This is an optimization exercise on Yosys and OpenROAD, whose aim is small area, a short achievable clock period and few clock cycles per item, not a production implementation.
Function was checked by simulation only, so behaviour that the tests miss may differ from the original.
Power is estimated from default activity; no workload was simulated.

==> flow/design.v (excerpt) <==
module call_arbiter (
    input  wire                                  clk,
    input  wire                                  rstn,
    input  wire  [8-1:0]               call_vld_i,
    input  wire  [8*($clog2(4) + $clog2(4) + 1 + 16 + 2 * 16)-1:0]     call_req_i,
    output logic [8-1:0]               call_rdy_o,
    input  wire  [4-1:0]              child_rdy_i,
    output logic                                 call_vld_o,
    output logic [($clog2(8) + ($clog2(4) + $clog2(4) + 1 + 16 + 2 * 16))-1:0]                 call_o
);
Size: roughly 510 cells after synthesis, ~500 I/O pins, ~0.0043 mm² of cells after synthesis.
export LEC_CHECK = 0
export CAP_MARGIN = 20
export CORE_AREA = 2.5 2.5 169.5 169.5
export CTS_BUF_LIST = sky130_fd_sc_hd__clkbuf_8
export CTS_CLUSTER_DIAMETER = 250
export CTS_CLUSTER_SIZE = 40
export DIE_AREA = 0 0 172 172
export SETUP_SLACK_MARGIN = 1.3
export SLEW_MARGIN = 20
export SYNTH_HIERARCHICAL = 1
export TNS_END_PERCENT = 0
create_clock -name core_clock -period 4.0 [get_ports {clk}]
standard.sh (not shown) runs the stock make flow with config.mk's settings and CLKGATE_MAP_FILE= SYNTH_SCRIPT=/design/flow/synth_recipe.tcl, a recipe that flattens the netlist after the stock synthesis.
==> flow/flow/run.sh <==
#!/bin/bash
# The standard layout (standard.sh), with two changes:
# - synthesis maps the rr_picker module (the pick behind call_rdy_o and
#   call_o) with a delay-oriented ABC script, see my_synth.tcl; all else as
#   standard
# - port buffers are plain buf_1 cells instead of the delay cells that
#   buffer_ports picks by default
set -euo pipefail
export BUFFER_PORTS_ARGS="-buffer_cell sky130_fd_sc_hd__buf_1"
sed "s#SYNTH_SCRIPT=[^ ]*#SYNTH_SCRIPT=$PWD/flow/my_synth.tcl#" standard.sh > own_standard.sh
grep -q "SYNTH_SCRIPT=$PWD/flow/my_synth.tcl" own_standard.sh
bash own_standard.sh > flow_make.log 2>&1
==> flow/flow/fast.script <==
strash
dch
map -p
mfs2
strash
dch
map -p
buffer -c
topo
stime -c
upsize -c
dnsize -c
==> flow/flow/my_synth.tcl <==
# The standard synthesis (synth_recipe.tcl, sourced unchanged), except that
# ABC first maps the round-robin pick module (rr_picker, which drives
# call_rdy_o and the call_o multiplexer) with a delay-oriented script; the
# second call then maps the rest as the standard synthesis does
set own_dir [file dirname [file normalize [info script]]]
set fast_script [file join $own_dir fast.script]
proc abc {args} {
  set i [lsearch -exact $args -script]
  set fast_args [lreplace $args [expr {$i + 1}] [expr {$i + 1}] $::fast_script]
  yosys abc {*}$fast_args rr_picker
  yosys abc {*}$args
}
source [file join [file dirname $own_dir] synth_recipe.tcl]
Testbench counts at the start, summed over its fixed seeds: cycles 3,319, calls 3,072.
Rerun with:
--- a/flow/config.mk
+++ b/flow/config.mk
@@ -10,5 +10,4 @@
 export CTS_BUF_LIST = sky130_fd_sc_hd__clkbuf_8
-export CTS_CLUSTER_DIAMETER = 250
-export CTS_CLUSTER_SIZE = 40
 export DIE_AREA = 0 0 172 172
+export PLACE_DENSITY = 0.45
 export SETUP_SLACK_MARGIN = 1.3
Flip-flop and latch count stays the same. Core utilization barely changes. Global-route usage is higher by 0.45 points.
Rerun with:
--- a/flow/config.mk
+++ b/flow/config.mk
@@ -11,6 +11,3 @@
 export DIE_AREA = 0 0 172 172
-export PLACE_DENSITY = 0.45
-export SETUP_SLACK_MARGIN = 1.3
 export SLEW_MARGIN = 20
 export SYNTH_HIERARCHICAL = 1
-export TNS_END_PERCENT = 0
Outcome:
- cell count falls by 1.0%
- global-route usage fell by 0.90 points
- register-to-register slack gains 100 ps
- clock-buffer cell count stays the same
- non-clock buffer count fell by 18
- total power fell by about 3%
Rerun with:
--- a/flow/flow/run.sh
+++ b/flow/flow/run.sh
@@ -1,3 +1,3 @@
 #!/bin/bash
-# The standard layout (standard.sh), with two changes:
+# The standard layout (standard.sh), with three changes:
 # - synthesis maps the rr_picker module (the pick behind call_rdy_o and
@@ -7,4 +7,6 @@
 #   buffer_ports picks by default
+# - the pick's ports are placed together, see io.tcl
 set -euo pipefail
 export BUFFER_PORTS_ARGS="-buffer_cell sky130_fd_sc_hd__buf_1"
+export IO_CONSTRAINTS="$PWD/flow/io.tcl"
 sed "s#SYNTH_SCRIPT=[^ ]*#SYNTH_SCRIPT=$PWD/flow/my_synth.tcl#" standard.sh > own_standard.sh
==> flow/flow/io.tcl (new file) <==
# keep the ports of the pick (offers, child bits, child readiness and
# call_rdy_o) together on one stretch of the bottom edge, so the path from
# them through the pick back to call_rdy_o stays short
set_io_pin_constraint -region bottom:50-120 -pin_names [list \
    {call_vld_i[0]} \
    {call_vld_i[1]} \
    {call_vld_i[2]} \
    {call_vld_i[3]} \
    {call_vld_i[4]} \
    {call_vld_i[5]} \
    {call_vld_i[6]} \
    {call_vld_i[7]} \
    {child_rdy_i[0]} \
    {child_rdy_i[1]} \
    {child_rdy_i[2]} \
    {child_rdy_i[3]} \
    {call_rdy_o[0]} \
    {call_rdy_o[1]} \
    {call_rdy_o[2]} \
    {call_rdy_o[3]} \
    {call_rdy_o[4]} \
    {call_rdy_o[5]} \
    {call_rdy_o[6]} \
    {call_rdy_o[7]} \
    {call_req_i[51]} \
    {call_req_i[52]} \
    {call_req_i[104]} \
    {call_req_i[105]} \
    {call_req_i[157]} \
    {call_req_i[158]} \
    {call_req_i[210]} \
    {call_req_i[211]} \
    {call_req_i[263]} \
    {call_req_i[264]} \
    {call_req_i[316]} \
    {call_req_i[317]} \
    {call_req_i[369]} \
    {call_req_i[370]} \
    {call_req_i[422]} \
    {call_req_i[423]} \
]
--- a/flow/config.mk
+++ b/flow/config.mk
@@ -11,3 +11,5 @@
 export DIE_AREA = 0 0 172 172
+export SETUP_SLACK_MARGIN = 1.5
 export SLEW_MARGIN = 20
 export SYNTH_HIERARCHICAL = 1
+export TNS_END_PERCENT = 0
Clock power hardly moves.
Combinational power increases by a few percent.
Fmax grows by roughly a tenth.
Sequential share of layout area falls by 0.84 points.
Worst hold slack gains 20 ps.
Design area climbs by a few percent.
Rerun with:
--- a/flow/flow/run.sh
+++ b/flow/flow/run.sh
@@ -1,3 +1,3 @@
 #!/bin/bash
-# The standard layout (standard.sh), with three changes:
+# The standard layout (standard.sh), with two changes:
 # - synthesis maps the rr_picker module (the pick behind call_rdy_o and
--- a/flow/config.mk
+++ b/flow/config.mk
@@ -11,3 +11,3 @@
 export DIE_AREA = 0 0 172 172
-export SETUP_SLACK_MARGIN = 1.5
+export SETUP_SLACK_MARGIN = 1.3
 export SLEW_MARGIN = 20
Outcome: Sequential power is about the same. Register-to-register slack is better by 130 ps. Synthesized area is unchanged.
Rerun with:
--- a/flow/flow/run.sh
+++ b/flow/flow/run.sh
@@ -7,6 +7,4 @@
 #   buffer_ports picks by default
-# - the pick's ports are placed together, see io.tcl
 set -euo pipefail
 export BUFFER_PORTS_ARGS="-buffer_cell sky130_fd_sc_hd__buf_1"
-export IO_CONSTRAINTS="$PWD/flow/io.tcl"
 sed "s#SYNTH_SCRIPT=[^ ]*#SYNTH_SCRIPT=$PWD/flow/my_synth.tcl#" standard.sh > own_standard.sh
--- a/flow/config.mk
+++ b/flow/config.mk
@@ -8,5 +8,5 @@
 export CAP_MARGIN = 20
-export CORE_AREA = 2.5 2.5 169.5 169.5
+export CORE_AREA = 2.5 2.5 177.5 177.5
 export CTS_BUF_LIST = sky130_fd_sc_hd__clkbuf_8
-export DIE_AREA = 0 0 172 172
+export DIE_AREA = 0 0 180 180
 export SETUP_SLACK_MARGIN = 1.3
removed: flow/flow/io.tcl
Effect: Worst setup slack got worse by 34 ps. Critical path depth goes down by 2. Power goes down by a few percent. Final area goes up slightly. Worst hold slack got worse by 5.8 ps. Register-to-register slack got worse by 140 ps. Global-route usage goes down by 0.18 points. Sequential share of layout area goes down by 0.14 points. Die area goes up by roughly a tenth. Clock-buffer cell count goes down by 1. Cell count goes up slightly.

[separate check: timing with driven ports]
Ports are ideal in the flow. The routed layouts listed here were re-timed in OpenROAD. Step 1 (the two cells are an assumption about what drives the block):
set clk [get_ports {clk}]
set_driving_cell -lib_cell sky130_fd_sc_hd__clkbuf_16 $clk
set_driving_cell -lib_cell sky130_fd_sc_hd__buf_2 [delete_from_list [all_inputs] $clk]
Step 2 also shifts input and output timing later by t, the mid clock arrival at the registers, as if the neighbouring blocks saw the same clock. Three values: ideal, step 1, step 2; two values: the first two.
| run | t, ns | setup slack, ns | clock arrival spread, ns |
|---|---|---|---|
| the first run | 0.391 | 1.147 / 1.108 / 0.822 | 0.021 / 0.021 |
| the second run | 0.396 | 1.055 / 1.002 / 0.715 | 0.012 / 0.013 |
| the third run | 0.391 | 0.834 / 0.807 / 0.704 | 0.025 / 0.025 |
| the fourth run | 0.384 | 1.131 / 1.085 / 0.764 | 0.016 / 0.016 |
| the fifth run | 0.386 | 1.124 / 1.095 / 0.859 | 0.020 / 0.020 |
| the sixth run | 0.395 | 1.090 / 1.038 / 0.783 | 0.017 / 0.017 |
After both steps setup and hold are still met in every run listed. The setup slack of the fourth run, which loses most, moves by -0.046 ns with the drivers and by -0.367 ns with both steps.
